From an optimization exercise on the open Yosys and OpenROAD flow, aimed at small area, a short achievable clock period and few clock cycles per item; shortcuts taken in it are not production practice. Where RTL was checked, it was by simulation tests only, not by an equivalence proof against the original. No activity file was given, so power comes from the tool's default toggle rates.

== old ==
==> module pgtp_merge_ctl, before the edit <==
module pgtp_merge_ctl (
  input  logic       pad,
  input  logic [3:0] width,
  input  logic [2:0] fill,
  output logic [7:0] take_out,    
  output logic [7:0] take_wb,     
  output logic       keep_out,    
  output logic       keep_wb,     
  output logic       emit,        
  output logic       wr,          
  output logic [2:0] fill_next    
);
  logic [7:0] fill_ge;    
  logic [7:0] rmask;      
  logic       over;       
  always_comb begin
    for (int c = 0; c < COLS; c++) begin
      fill_ge[c] = (3'(c) >= fill);
      rmask[c]   = width[3] || (width[2:0] > 3'(3'(c) - fill));
    end
  end
  assign over = rmask[7];
  assign take_out  = pad ? fill_ge : (rmask & fill_ge);
  assign take_wb   = pad ? fill_ge : (rmask & (~fill_ge | {COLS{!over}}));
  assign keep_out  = (fill != 3'd0);
  assign keep_wb   = pad || (!over && keep_out);
  assign emit      = pad ? keep_out : over;
  assign wr        = pad ? keep_out : 1'b1;
  assign fill_next = pad ? 3'd0 : width[3] ? fill : (fill + width[2:0]);
endmodule
export LEC_CHECK = 0
export ABC_CLOCK_PERIOD_IN_PS = 2400
export CAP_MARGIN = 20
export CORE_MARGIN = 2
export CORE_UTILIZATION = 65
export CTS_BUF_LIST = sky130_fd_sc_hd__clkbuf_16
export CTS_CLUSTER_DIAMETER = 100
export CTS_CLUSTER_SIZE = 25
export SETUP_SLACK_MARGIN = 2.6
export SLEW_MARGIN = 20
create_clock -name core_clock -period 5.0 [get_ports {clk}]
run.sh (not shown) runs the stock make flow with config.mk's settings and CLKGATE_MAP_FILE= SYNTH_SCRIPT=/design/flow/synth_recipe.tcl, a recipe that flattens the netlist after the stock synthesis.
diff inputs: old => new
diff --git a/flow/design.v b/flow/design.v
--- a/flow/design.v
+++ b/flow/design.v
@@ -38,25 +38,27 @@
   output logic       emit,        
   output logic       wr,          
   output logic [2:0] fill_next    
 );
-  logic [7:0] fill_ge;    
-  logic [7:0] rmask;      
-  logic       over;       
+  logic [3:0] w_eff;
+  logic [4:0] total;
+  logic       over;
+  assign w_eff = (width > 4'd8) ? 4'd8 : width;
+  assign total = {2'b00, fill} + {1'b0, w_eff};
+  assign over  = total[3];
   always_comb begin
     for (int c = 0; c < COLS; c++) begin
-      fill_ge[c] = (3'(c) >= fill);
-      rmask[c]   = width[3] || (width[2:0] > 3'(3'(c) - fill));
+      take_out[c] = (5'(c) >= {2'b00, fill}) && (pad || 5'(c) < total);
+      take_wb[c]  = pad ? (5'(c) >= {2'b00, fill})
+                  : over ? (5'(c + 8) < total)
+                  : ((5'(c) >= {2'b00, fill}) && (5'(c) < total));
     end
   end
-  assign over = rmask[7];
-  assign take_out  = pad ? fill_ge : (rmask & fill_ge);
-  assign take_wb   = pad ? fill_ge : (rmask & (~fill_ge | {COLS{!over}}));
   assign keep_out  = (fill != 3'd0);
-  assign keep_wb   = pad || (!over && keep_out);
+  assign keep_wb   = pad ? 1'b1 : (!over && keep_out);
   assign emit      = pad ? keep_out : over;
   assign wr        = pad ? keep_out : 1'b1;
-  assign fill_next = pad ? 3'd0 : width[3] ? fill : (fill + width[2:0]);
+  assign fill_next = pad ? 3'd0 : total[2:0];
 endmodule
 module pgtp_merge (
   input  logic        commit,      
   input  logic [2:0]  fill,
## What came out
Between new and old, the compound-cell area share of the yosys netlist figures differ only marginally.
Relative to old, the final cell area reported for new is lower.
| peak per-stage delay on the critical path | old vs new | ≈ equal |
Reported for new and old, cell count of the worst hold path turned out identical to the last digit.
Mapped cell area: new vs old down about 2.5%
Delta (new minus old): number of standard cells after synthesis decreased by about 5.5% relative to the old numbers; worst slew slack as a fraction of its limit saw an increase; share of the cycle needed by the critical path after routing lost 0.19 points; transition time at the pin with the least slew margin lost 280 ps.
Testbench counts of new, summed over its fixed seeds: cycles 13,096, rows 13,032.
For old, only the layout was checked, not whether the RTL still works.

proportional_glyph_tile_packer_core, a different RTL version from the one above (not shown whole).
For scale: roughly 1,200 cells after synthesis, about 600 flip-flops, roughly 0.017 sq mm of cells after synthesis.
==> module pgtp_merge_mask, before the edit <==
module pgtp_merge_mask (
  input  logic       pad,
  input  logic [3:0] width,
  input  logic [2:0] fill,
  output logic [7:0] rmask,       
  output logic [2:0] fill_next    
);
  logic [2:0] k [COLS];
  always_comb begin
    for (int c = 0; c < COLS; c++) begin
      k[c]     = 3'(3'(c) - fill);
      rmask[c] = width[3]
               | (width[2] & !k[c][2])
               | (!(width[2] ^ k[c][2]) & ((width[1] & !k[c][1])
                                          | (!(width[1] ^ k[c][1]) & width[0] & !k[c][0])));
    end
  end
  assign fill_next = pad ? 3'd0 : width[3] ? fill : (fill + width[2:0]);
endmodule
Settings: LEC_CHECK=0, ABC_CLOCK_PERIOD_IN_PS=2500, CAP_MARGIN=20, CORE_MARGIN=2, CORE_UTILIZATION=45, CTS_BUF_LIST=sky130_fd_sc_hd__clkbuf_16, CTS_CLUSTER_DIAMETER=100, CTS_CLUSTER_SIZE=25, SETUP_SLACK_MARGIN=2.45, SLEW_MARGIN=20; clock period 5.0 ns.
standard.sh (not shown) runs the stock make flow with config.mk's settings and CLKGATE_MAP_FILE= SYNTH_SCRIPT=/design/flow/synth_recipe.tcl, a recipe that flattens the netlist after the stock synthesis.
==> flow/flow/run.sh <==
#!/bin/bash
cp standard.sh standard_sh.log
export BUFFER_PORTS_ARGS="-buffer_cell sky130_fd_sc_hd__buf_1"
bash standard.sh > standard.log 2>&1
Testbench counts at the start, summed over its fixed seeds: cycles 13,096, rows 13,032.
Rerun with:
--- a/flow/design.v
+++ b/flow/design.v
@@ -35,12 +35,7 @@
   output logic [2:0] fill_next    
 );
-  logic [2:0] k [COLS];
   always_comb begin
     for (int c = 0; c < COLS; c++) begin
-      k[c]     = 3'(3'(c) - fill);
-      rmask[c] = width[3]
-               | (width[2] & !k[c][2])
-               | (!(width[2] ^ k[c][2]) & ((width[1] & !k[c][1])
-                                          | (!(width[1] ^ k[c][1]) & width[0] & !k[c][0])));
+      rmask[c] = width[3] || (width[2:0] > 3'(3'(c) - fill));
     end
   end
Result: First-iteration DRC count decreases by 26%. Power goes down by about 7%. Wire length drops by about 10%. Design area went down by about 0.6%. Setup slack degrades by 85 ps. Die area went down by about 0.5%. Combinational power shrinks by 26%. Clock-buffer cell count does not change. Clock skew increases by 6.7 ps. Sequential power shrinks by 8.2%.
Function not checked in the second run of this note: the RTL went through the layout flow alone.

==> re-timing with driven ports <==
No port has a modelled driver above. Below, the same layouts with a new extraction and two added sets of constraints.
Step 1, drivers: a clkbuf_16 drives clk and a buf_2 each remaining input, both assumed.
Step 2, shift: input delay + t, output delay - t, t = (earliest + latest rising clock arrival at the registers) / 2. This alone moves slack from input paths to output paths.
Slacks: ideal ports / drivers / drivers and shift; pairs: ideal ports / drivers.
run | t, ns | slack for setup (ns) | hold WS [ns] | worst setup path at the end | cell pins on the clock port's net
old | 0.653 | 2.593 / 2.554 / 2.058 | 0.323 / 0.323 / 0.323 | input to register | 1
new | 0.653 | 2.602 / 2.564 / 1.997 | 0.323 / 0.323 / 0.323 | input to register | 1
the first run of note 2 | 0.626 | 2.401 / 2.359 / 1.925 | 0.323 / 0.323 / 0.323 | input to register | 1
the second run of note 2 | 0.613 | 2.316 / 2.276 / 1.843 | 0.323 / 0.323 / 0.323 | input to register | 1
After both steps every run listed still meets setup and hold. For new, which loses most, drivers alone change the setup slack by -0.038 ns; drivers and shift together by -0.605 ns.
